What follows belongs to an exercise in optimizing a design on an open flow for small area; a production flow would make more cautious choices.
Function was checked by simulation only, so behaviour that the tests miss may differ from the original.
Power and IR drop assume default switching activity.

**config.mk**
```make
export PLATFORM = sky130hd
export DESIGN_NAME = wb_grf
export DESIGN_NICKNAME = wb_grf
export VERILOG_FILES = /design/flow/design.v
export SDC_FILE = /design/flow/constraint.sdc
export NUM_CORES = 4
export LEC_CHECK = 0
export CAP_MARGIN = 20
export CELL_PAD_IN_SITES_DETAIL_PLACEMENT = 0
export CELL_PAD_IN_SITES_GLOBAL_PLACEMENT = 0
export CORE_MARGIN = 2
export CORE_UTILIZATION = 50
export CTS_BUF_LIST = sky130_fd_sc_hd__clkbuf_8
export CTS_CLUSTER_DIAMETER = 70
export CTS_CLUSTER_SIZE = 14
export PLACE_DENSITY = 0.6
export SLEW_MARGIN = 20
export SYNTH_HIERARCHICAL = 1
export SYNTH_MINIMUM_KEEP_SIZE = 0
export BUFFER_PORTS_ARGS = -buffer_cell sky130_fd_sc_hd__buf_1
export CTS_ARGS = -sink_clustering_enable -repair_clock_nets -dont_use_dummy_load -buf_list sky130_fd_sc_hd__clkbuf_8 -sink_clustering_size 14 -sink_clustering_max_diameter 70
```
**flow/run.sh**
```bash
#!/bin/bash
# Own layout flow: the standard flow (standard synthesis unchanged), with
# two changes to how the layout is made:
#  - the port buffers are plain buf_1 cells instead of the resizer's default
#    pick (a clkdlybuf4s50_1 delay cell); every port still gets its buffer;
#  - clock tree synthesis without dummy loads, using clkbuf_8 leaf clusters.
set -euo pipefail
cat >> config.mk <<'EOF'
export BUFFER_PORTS_ARGS = -buffer_cell sky130_fd_sc_hd__buf_1
export CTS_ARGS = -sink_clustering_enable -repair_clock_nets -dont_use_dummy_load -buf_list sky130_fd_sc_hd__clkbuf_8 -sink_clustering_size 14 -sink_clustering_max_diameter 70
EOF
bash standard.sh > standard_flow.log 2>&1
```
**standard.sh**
```bash
#!/bin/bash
# synth_recipe.tcl (not shown) runs the flow's synth.tcl, then flattens the netlist and writes it again
# the make line also repeats each setting of config.mk as NAME=value (left out here)
make -C /OpenROAD-flow-scripts/flow DESIGN_CONFIG=/design/flow/config.mk WORK_HOME=/design/flow/orfs CLKGATE_MAP_FILE= SYNTH_SCRIPT=/design/flow/synth_recipe.tcl "${@:-finish}"
```
**constraint.sdc**
```tcl
create_clock -name core_clock -period 7.5 [get_ports {clk}]
set_input_delay 1.5000 -clock core_clock [delete_from_list [all_inputs] [get_ports {clk}]]
set_output_delay 1.5000 -clock core_clock [all_outputs]
set_load 0.01 [all_outputs]
```
**design.v**
```verilog
module wb_grf_hold (
  input  logic q,
  input  logic w,
  input  logic s,
  input  logic sn,
  output logic d
);
  assign d = (q & sn) | (w & s);
endmodule
module wb_grf_aoi222 (
  input  logic a1, a2, b1, b2, c1, c2,
  output logic y
);
  assign y = ~((a1 & a2) | (b1 & b2) | (c1 & c2));
endmodule
module wb_grf_aoi22 (
  input  logic a1, a2, b1, b2,
  output logic y
);
  assign y = ~((a1 & a2) | (b1 & b2));
endmodule
module wb_grf_ao22 (
  input  logic a1, a2, b1, b2,
  output logic y
);
  assign y = (a1 & a2) | (b1 & b2);
endmodule
module wb_grf_nand4 (
  input  logic a, b, c, d,
  output logic y
);
  assign y = ~(a & b & c & d);
endmodule
module wb_grf_tail (
  input  logic n8, n9, a1, a2, b1, b2,
  output logic z
);
  logic m;
  assign m = ~((a1 & a2) | (b1 & b2));
  assign z = ~(n8 & n9 & m);
endmodule
module wb_grf_rdsel (
  input  logic [7:0]  hi,
  input  logic [3:0]  lo,
  input  logic [31:1] ok,
  output logic [31:1] sel
);
  for (genvar i = 1; i < 32; i++) begin : g_sel
    assign sel[i] = hi[i / 4] && lo[i % 4] && ok[i];
  end
endmodule
module wb_grf_rdbit (
  input  logic [31:0] d,
  input  logic [31:0] s,
  output logic        y
);
  logic [9:0] n;
  logic       z;
  for (genvar k = 0; k < 10; k++) begin : g_aoi
    wb_grf_aoi222 u_aoi (
      .a1(d[3*k]),   .a2(s[3*k]),
      .b1(d[3*k+1]), .b2(s[3*k+1]),
      .c1(d[3*k+2]), .c2(s[3*k+2]),
      .y (n[k])
    );
  end
  wb_grf_tail u_tail (
    .n8(n[8]), .n9(n[9]),
    .a1(d[30]), .a2(s[30]),
    .b1(d[31]), .b2(s[31]),
    .z (z)
  );
  logic [1:0] g;
  wb_grf_nand4 u_g0 (.a(n[0]), .b(n[1]), .c(n[2]), .d(n[3]), .y(g[0]));
  wb_grf_nand4 u_g1 (.a(n[4]), .b(n[5]), .c(n[6]), .d(n[7]), .y(g[1]));
  assign y = g[0] | g[1] | z;
endmodule
module wb_grf #(
  parameter int DW          = 32,
  parameter int NREG        = 32,
  parameter int PC_LINK_OFS = 8
) (
  input  logic          clk,
  input  logic          reset,
  input  logic [DW-1:0] wb_dm_data,
  input  logic [DW-1:0] wb_alu_out,
  input  logic [4:0]    wb_waddr,
  input  logic [DW-1:0] wb_pc,
  input  logic [1:0]    wb_mem_to_reg,
  input  logic [4:0]    rs_addr,
  input  logic [4:0]    rt_addr,
  output logic [DW-1:0] rs_data,
  output logic [DW-1:0] rt_data,
  output logic [DW-1:0] wb_wdata,
  output logic          wb_we
);
  logic [DW-1:0]   regs [1:NREG-1];
  logic [DW-1:0]   regs_d [1:NREG-1];
  logic [NREG-1:1] valid;
  always_comb begin
    case (wb_mem_to_reg)
      2'd0:    wb_wdata = wb_alu_out;
      2'd1:    wb_wdata = wb_dm_data;
      2'd2:    wb_wdata = wb_pc + DW'(PC_LINK_OFS);
      default: wb_wdata = '0;
    endcase
    wb_we = (wb_waddr != 5'd0);
  end
  logic [NREG-1:1] wsel, wsel_n;
  always_comb begin
    for (int i = 1; i < NREG; i++) begin
      wsel[i]   = (wb_waddr == 5'(i));
      wsel_n[i] = (wb_waddr != 5'(i));
    end
  end
  logic            rs_byp, rt_byp;
  logic [NREG-1:1] rd_ok;
  logic [7:0]      rs_hi, rt_hi;
  logic [3:0]      rs_lo, rt_lo;
  for (genvar k = 0; k < 8; k++) begin : g_hi
    assign rs_hi[k] = (rs_addr[4:2] == 3'(k));
    assign rt_hi[k] = (rt_addr[4:2] == 3'(k));
  end
  for (genvar j = 0; j < 4; j++) begin : g_lo
    assign rs_lo[j] = (rs_addr[1:0] == 2'(j));
    assign rt_lo[j] = (rt_addr[1:0] == 2'(j));
  end
  logic [NREG-1:0] rs_sel_lo, rt_sel_lo, rs_sel_hi, rt_sel_hi;
  always_comb begin
    rs_byp = wb_we && (rs_addr == wb_waddr);
    rt_byp = wb_we && (rt_addr == wb_waddr);
    for (int i = 1; i < NREG; i++) begin
      rd_ok[i] = valid[i] && wsel_n[i];
    end
  end
  assign rs_sel_lo[0] = rs_byp;
  assign rs_sel_hi[0] = rs_byp;
  assign rt_sel_lo[0] = rt_byp;
  assign rt_sel_hi[0] = rt_byp;
  wb_grf_rdsel u_rs_lo (.hi(rs_hi), .lo(rs_lo), .ok(rd_ok), .sel(rs_sel_lo[NREG-1:1]));
  wb_grf_rdsel u_rs_hi (.hi(rs_hi), .lo(rs_lo), .ok(rd_ok), .sel(rs_sel_hi[NREG-1:1]));
  wb_grf_rdsel u_rt_lo (.hi(rt_hi), .lo(rt_lo), .ok(rd_ok), .sel(rt_sel_lo[NREG-1:1]));
  wb_grf_rdsel u_rt_hi (.hi(rt_hi), .lo(rt_lo), .ok(rd_ok), .sel(rt_sel_hi[NREG-1:1]));
  for (genvar b = 0; b < DW; b++) begin : g_bit
    logic [NREG-1:0] col;
    assign col[0] = wb_wdata[b];
    for (genvar i = 1; i < NREG; i++) begin : g_reg
      assign col[i] = regs[i][b];
      wb_grf_hold u_hold (
        .q (regs[i][b]),
        .w (wb_wdata[b]),
        .s (wsel[i]),
        .sn(wsel_n[i]),
        .d (regs_d[i][b])
      );
    end
    logic [NREG-1:0] rs_s, rt_s;
    if (b < DW/2) begin : g_lo
      assign rs_s = rs_sel_lo;
      assign rt_s = rt_sel_lo;
    end else begin : g_hi
      assign rs_s = rs_sel_hi;
      assign rt_s = rt_sel_hi;
    end
    wb_grf_rdbit u_rs (.d(col), .s(rs_s), .y(rs_data[b]));
    wb_grf_rdbit u_rt (.d(col), .s(rt_s), .y(rt_data[b]));
  end
  always_ff @(posedge clk or posedge reset) begin
    if (reset) begin
      valid <= '0;
    end else begin
      valid <= valid | wsel;
    end
  end
  always_ff @(posedge clk) begin
    for (int i = 1; i < NREG; i++) begin
      regs[i] <= regs_d[i];
    end
  end
endmodule
```
==> results.cfg, run 1 <==
[pwr]
p_total_mw = 12.6
p_leak_nw = 17.1
irDropWorstVdd_mv = 0.155
powerDensity_nw_per_um2 = 277

[timing]
rsz0062_at_grt = no
tightest_slew_ns = 1.23
slew_viol_final = 0
period_minus_slack_ns = 6.73
setup_tns_ns = 0
setup_violations = 0
skew_ns = 0
finalCritPeriodShare = 0.897
fin_ws_ns = 0.770
max_freq_mhz = 149
max_slew_margin = 0.183
hold_viol_final = 0

[detailed_routing]
dr_total_vias = 42000
firstDrtPassIters = 21
finalWirelength_um = 189000
drc = 0
vias_per_cell = 8.45
drt_iter0_drc = 9526
drtAntennaViolNets = 0
wire_per_inst_um = 38.1

[placement]
pre_cts_ws_ns = 1.01
dp.cells = 4875
post-dp-hpwl_um = 118000
post_dp_cell_area_um2 = 44200
gp_congestion = 1.03
port_buffers = 211

[setup_path]
cp-start-kind = input port
cp.required_ns = 6.00
path_max_fanout = 16
path_class = in2out
startpoint = wb_waddr[3]
cp.arrival_ns = 5.23
end_kind = output pin
regToRegStartpoint = valid[25]

[global_routing]
grt_max_degree = 37
antenna_found_initial = 13
overflow = 0
grt_pass1_vias = 39300
grt_usage = 0.422
grt_pass1_wl_um = 271000

[synth]
synth_area_per_cell_um2 = 11.6
ys.flop_type = dfxtp_1
ys_types = 54
mappedNetlistArea_um2 = 41300
ys_warn_count = 10
async_flop_share = 0.0303
synth_xor_area_frac = 0.00361
synth_edf_count = 0
synth_common_cells = a22o_1, dfxtp_1, a222oi_1
synth_top_family_by_area = compound AO/OA/AOI/OAI gates
synth-seq-area-share = 0.500
synth_compound_gate_area_share = 0.386
ys_top_cells_by_area = dfxtp_1, a22o_1, a222oi_1, nand4_1, and3_1
synth_mux_area_frac = 0.00631
synth_top_area_frac = 0.481
synthCells = 3548
synthAdderAreaFrac = 0.000303
ys_ff_latch = 1023
synth-simple-area-share = 0.0920
synth_fp_nets = 3664
yosysTopAreaCell = dfxtp_1

[clock_tree]
ctsResizeCount = 0
numCtsBuffers = 84
insertion_delay_ns = 0.74
cts_hold_buf = 0
cts_tree = done
post-cts-setup-buffer-count = 0
cts.clk_slew.worst_paths_ns = 0.10
clockBufferDepth = 3
cts_max_level = 3
clock-sinks = 1023
clockRootBuffer = clkbuf_8

[die]
die-height_um = 291
initial_core_util = 0.504
core.rowCount = 105
die_w_um = 291
die-area_um2 = 84800
core_area_um2 = 81800
boundaryPins = 212

[job]
maxCapViolCount = 0

[min_path]
hold_path.startpoint = valid[27]
hold_class = reg2reg

[finish]
stdcell_count = 4967
syn_to_final_growth_pct = 10.1
design_area_um2 = 45400
layout.nets = 4008
drive_gt1_frac = 0.0671

[outcome]
outcome = no timing/DRC/antenna violations
-- sequential cells by signal, summed over array words and instances (netlist names) --
name / flops
valid: 31
regs: 992
-- worst max-delay path, stage by stage --
cell and delay (ns):
buf_1 0.52, nor3b_1 0.57, nand2_1 0.15, and2_1 0.23, and3_1 0.59, a222oi_1 0.58
nand4_1 0.32, or3_1 0.56, buf_1 0.18
-- modules after synthesis (local to each module, per instance) --
| module | cell area, µm² | flip-flops and latches | cells | copies in the design |
|---|---|---|---|---|
| wb_grf_aoi222 | 10.0 | 0 | 1 | 640 |
| wb_grf_nand4 | 6.26 | 0 | 1 | 128 |
| wb_grf_tail | 12.5 | 0 | 2 | 64 |
| wb_grf_rdsel | 194 | 0 | 31 | 4 |
| wb_grf_hold | 8.76 | 0 | 1 | 992 |
| wb_grf | 23400 | 1023 | 1472 | 1 |
| wb_grf_rdbit | 6.26 | 0 | 1 | 64 |
-- cells in the final DEF, fill, tap and decap left out, types with 7 or more instances in the layout --
cell type and n:
nand4_1 140, dfrtp_1 31, dfxtp_1 992, and2_1 24
a222oi_1 640, clkbuf_8 84, a22o_1 992, xnor2_1 13
or2_2 16, nor2b_1 20, buf_1 209, buf_4 105
nand2_1 52, nand2b_1 25, or3_1 68, o211ai_1 10
a22oi_1 66, nor2_4 9, nand3_1 74, o21ai_4 9
diode_2 7, inv_1 26, mux2i_1 26, nor2_1 27
nor3_1 7, and3_1 135, nor3b_1 10
-- routing by layer --
metal | share of wire | track usage
met1 | 0.37 | 0.556
met2 | 0.42 | 0.615
met3 | 0.13 | 0.106
met4 | 0.077 | 0.274
met5 | 0.00044 | 0.00340
-- final timing paths --
check	end	slack (ns)	depth (start not counted)
worst max register to register	valid[25]	6.70	1
worst min register to register	valid[27]	0.47	1
max in group asynchronous	valid[5]	6.18	3
min in group asynchronous	valid[11]	0.96	3
worst min-delay path	valid[27]	0.47	1
worst max-delay path	rs_data[18]	0.77	9
-- stage by stage --
step,util,hold slack [ns]
after floorplan,-,0.425
after global placement,0.540,0.442
after detailed placement,0.540,0.444
after CTS,0.554,0.469
after global routing,0.555,0.482
final,0.555,0.467
-- power breakdown --
part	leakage (nW)	internal, mW	switching [mW]
Combinational	7.96	1.15	1.10
Clock	0.604	1.00	1.82
Sequential	8.56	6.57	0.951
-- layout make-up --
type	count	area, µm²
Antenna cell	7	17.5
Clock buffer	84	1160
Fill cell	7089	36400
Inverter	35	131
Multi-Input combinational cell	2431	20500
Sequential cell	1023	20600
Tap cell	1070	1340
Timing Repair Buffer	317	1610
-- cell families (layout without fill, tap and decap cells) --
kind of cell	after synthesis	count (layout)
adders and majority gates	1	1
and+or+nand+nor	641	641
buffers and inverters	94	436
xor gates and xnor gates	17	17
other	0	7
DFF	1023	1023
muxes	26	26
AOI/OAI and AO/OA	1746	1746
==> run 2: changes to the inputs <==
--- a/config.mk
+++ b/config.mk
@@ -5,7 +5,7 @@
 export SDC_FILE = /design/flow/constraint.sdc
 export NUM_CORES = 4
 export LEC_CHECK = 0
-export CAP_MARGIN = 20
+export CAP_MARGIN = 0
 export CELL_PAD_IN_SITES_DETAIL_PLACEMENT = 0
 export CELL_PAD_IN_SITES_GLOBAL_PLACEMENT = 0
 export CORE_MARGIN = 2
@@ -14,7 +14,7 @@
 export CTS_CLUSTER_DIAMETER = 70
 export CTS_CLUSTER_SIZE = 14
 export PLACE_DENSITY = 0.6
-export SLEW_MARGIN = 20
+export SLEW_MARGIN = 0
 export SYNTH_HIERARCHICAL = 1
 export SYNTH_MINIMUM_KEEP_SIZE = 0
 export BUFFER_PORTS_ARGS = -buffer_cell sky130_fd_sc_hd__buf_1
==> run 2 against run 1 <==
  * Still clean on timing, DRC and antenna
  * Worst hold slack better by 0.00083 ns
  * Total power hardly changed
  * Clock power hardly changed
  * Clock skew stayed put
  * Fmax is 0.39% lower
  * Via count hardly changed
  * Die area stayed put
  * Non-clock buffer count is 1 lower
  * Clock-buffer cell count stayed put
  * Sequential cell count stayed put
==> results.cfg, run 2 <==
[setup_path]
path_class = in2out
worstRegToRegCells = 1
r2r_setup_slack_ns = 6.69
max_stage_delay_ns = 0.62
r2r_end = valid[25]
critPathSlowestCell = and3_1
crit_buf_inv = 2
crit_path_frequent_cell = buf_1
regToRegStartpoint = valid[25]
cp_cell_sequence = buf_1, nor3b_1, nand2_1, and2_1, and3_1, a222oi_1, nand4_1, or3_1, buf_1
path_max_fanout = 16
worst_path_dominant_cell_family = simple AND/OR/NAND/NOR gates
cp.arrival_ns = 5.26
cp-start-kind = input port
end_kind = output pin
cp.required_ns = 6.00

[global_routing]
grt_pass1_vias = 39300
grt_usage = 0.422
grt_pass1_wl_um = 271000
overflow = 0
grt_max_degree = 37
antenna_found_initial = 13

[timing]
skew_ns = 0
hold_viol_final = 0
period_minus_slack_ns = 6.76
setup_violations = 0
max_freq_mhz = 148
rsz0062_at_grt = no
max_slew_margin = 0.166
tightest_slew_ns = 1.25
finalCritPeriodShare = 0.901
whs_ns = 0.468
setup_tns_ns = 0
slew_viol_final = 0

[min_path]
hold_class = reg2reg
hold_end = valid[27]
holdPathStages = 1
hold_path.startpoint = valid[27]

[die]
core_area_um2 = 81800
die_w_um = 291
initial_core_util = 0.504
core.rowCount = 105
die-height_um = 291
die-area_um2 = 84800
boundaryPins = 212

[finish]
largest_reg_flops = 992
syn_to_final_growth_pct = 10.0
final_cell_mix = a22o_1, dfxtp_1, a222oi_1
top_regs = regs x992, valid x31
drive_gt1_frac = 0.0669
regMostFlops = regs
layout.nets = 4007
design_area_um2 = 45400
finish.utilization = 0.555

[synth]
synthCells = 3548
synth_edf_count = 0
synth_common_cells = a22o_1, dfxtp_1, a222oi_1
yosysTopAreaCell = dfxtp_1
async_flop_share = 0.0303
ys_ff_latch = 1023
synth-seq-area-share = 0.500
synth_fp_nets = 3664
synth_top_area_frac = 0.481
ys_types = 54
synth_area_per_cell_um2 = 11.6
ys.flop_type = dfxtp_1
ys_top_cells_by_area = dfxtp_1, a22o_1, a222oi_1, nand4_1, and3_1
ys_warn_count = 10
mappedNetlistArea_um2 = 41300

[clock_tree]
clock-sinks = 1023
cts_max_level = 3
clockRootBuffer = clkbuf_8
insertion_delay_ns = 0.74
clockBufferDepth = 3
numCtsBuffers = 84
post-cts-setup-buffer-count = 0
ctsResizeCount = 0
cts_hold_buf = 0
cts_tree = done
cts.clk_slew.worst_paths_ns = 0.10

[placement]
port_buffers = 211
post-dp-hpwl_um = 118000
gp_congestion = 1.03
post_dp_cell_area_um2 = 44200

[pwr]
irDropWorstVdd_mv = 0.154
p_total_mw = 12.6
powerDensity_nw_per_um2 = 277
p_leak_nw = 17.1

[detailed_routing]
drt_iter0_drc = 9424
wire_per_inst_um = 38.1
finalWirelength_um = 189000
vias_per_cell = 8.45
firstDrtPassIters = 17
drc = 0
dr_total_vias = 42000
drtAntennaViolNets = 0

[outcome]
outcome = no timing/DRC/antenna violations

[job]
maxCapViolCount = 0
-- run 2: cell counts after synthesis --
No cell type changed its count.
-- run 2: worst max path at each step --
stage	startpoint	endpoint	slack [ns]	cells past startpoint
2_1_floorplan	wb_pc[3]	rs_data[11]	0.99	8
3_3_place_gp	wb_waddr[3]	rt_data[26]	1.14	9
3_5_place_dp	wb_waddr[3]	rs_data[26]	1.01	9
4_1_cts	wb_waddr[3]	rs_data[18]	1.0	9
5_1_grt	wb_waddr[2]	rs_data[14]	0.66	9
6_report	wb_waddr[3]	rs_data[14]	0.74	9
-- run 2: per-layer routing --
metal,wire [µm],up-vias,GRT usage
met2,79300,3718,0.615
li1,-,16800,-
met4,14200,12,0.274
met1,70100,20700,0.556
met3,25500,761,0.106
met5,83,-,0.00340
-- run 2: per-module statistics from Yosys (local to each module, per instance) --
module	flip-flops and latches	times used
wb_grf	1023	1
wb_grf_aoi222	0	640
wb_grf_hold	0	992
wb_grf_nand4	0	128
wb_grf_rdbit	0	64
wb_grf_rdsel	0	4
wb_grf_tail	0	64
-- run 2: metrics by stage --
stage	std cells	worst slack, ns
after floorplan	3548	0.989
after global placement	4875	1.14
after detailed placement	4875	1.01
after CTS	4959	0.995
after global routing	4962	0.657
final	4967	0.744
-- run 2: layout make-up --
| class | instances | area [µm²] |
|---|---|---|
| diodes | 8 | 20.0 |
| clock buffers | 84 | 1160 |
| fillers | 7090 | 36400 |
| inverters | 35 | 131 |
| multi-input cells | 2431 | 20500 |
| flip-flops and latches | 1023 | 20600 |
| well taps | 1070 | 1340 |
| repair buffers | 316 | 1580 |
-- run 2: report_power, final --
group | switching, mW | internal, mW | leakage, nW
sequential | 0.950 | 6.57 | 8.56
clock | 1.83 | 1.00 | 0.604
combinational | 1.10 | 1.14 | 7.95
total | 3.88 | 8.72 | 17.1
-- run 2: logic make-up after synthesis --
group	count (synthesis)	share of synthesized area
AO/OA/AOI/OAI	1746	0.386
buffers and inverters	94	0.0117
XOR/XNOR	17	0.00361
multiplexers	26	0.00631
adder cells (fa/ha/maj)	1	0.000303
flip-flops	1023	0.500
AND/OR/NAND/NOR	641	0.0920

==> port drivers added, routing unchanged <==
Ports are ideal in the flow. The routed layouts listed here were re-timed in OpenROAD. Step 1: set_driving_cell puts a clkbuf_16 on clk and a buf_2 on each other input, an assumption about the parent block. Step 2 times the ports against the registers' clock, not the clock port: input delays grow and output delays shrink by t, the midpoint of the rising clock arrivals with the driver on. Slacks: ideal ports / drivers / drivers and shift; pairs: ideal ports / drivers.
run	t, ns	slack for setup (ns)	hold slack, ns	latest minus earliest clock arrival (ns)	worst register clock-pin slew, ns
run 1	0.772	0.770 / 0.740 / 0.740	0.467 / 0.467 / 0.467	0.108 / 0.109	0.10 / 0.10
run 2	0.771	0.744 / 0.714 / 0.714	0.468 / 0.468 / 0.468	0.107 / 0.107	0.10 / 0.10
After both steps every run listed still meets setup and hold.
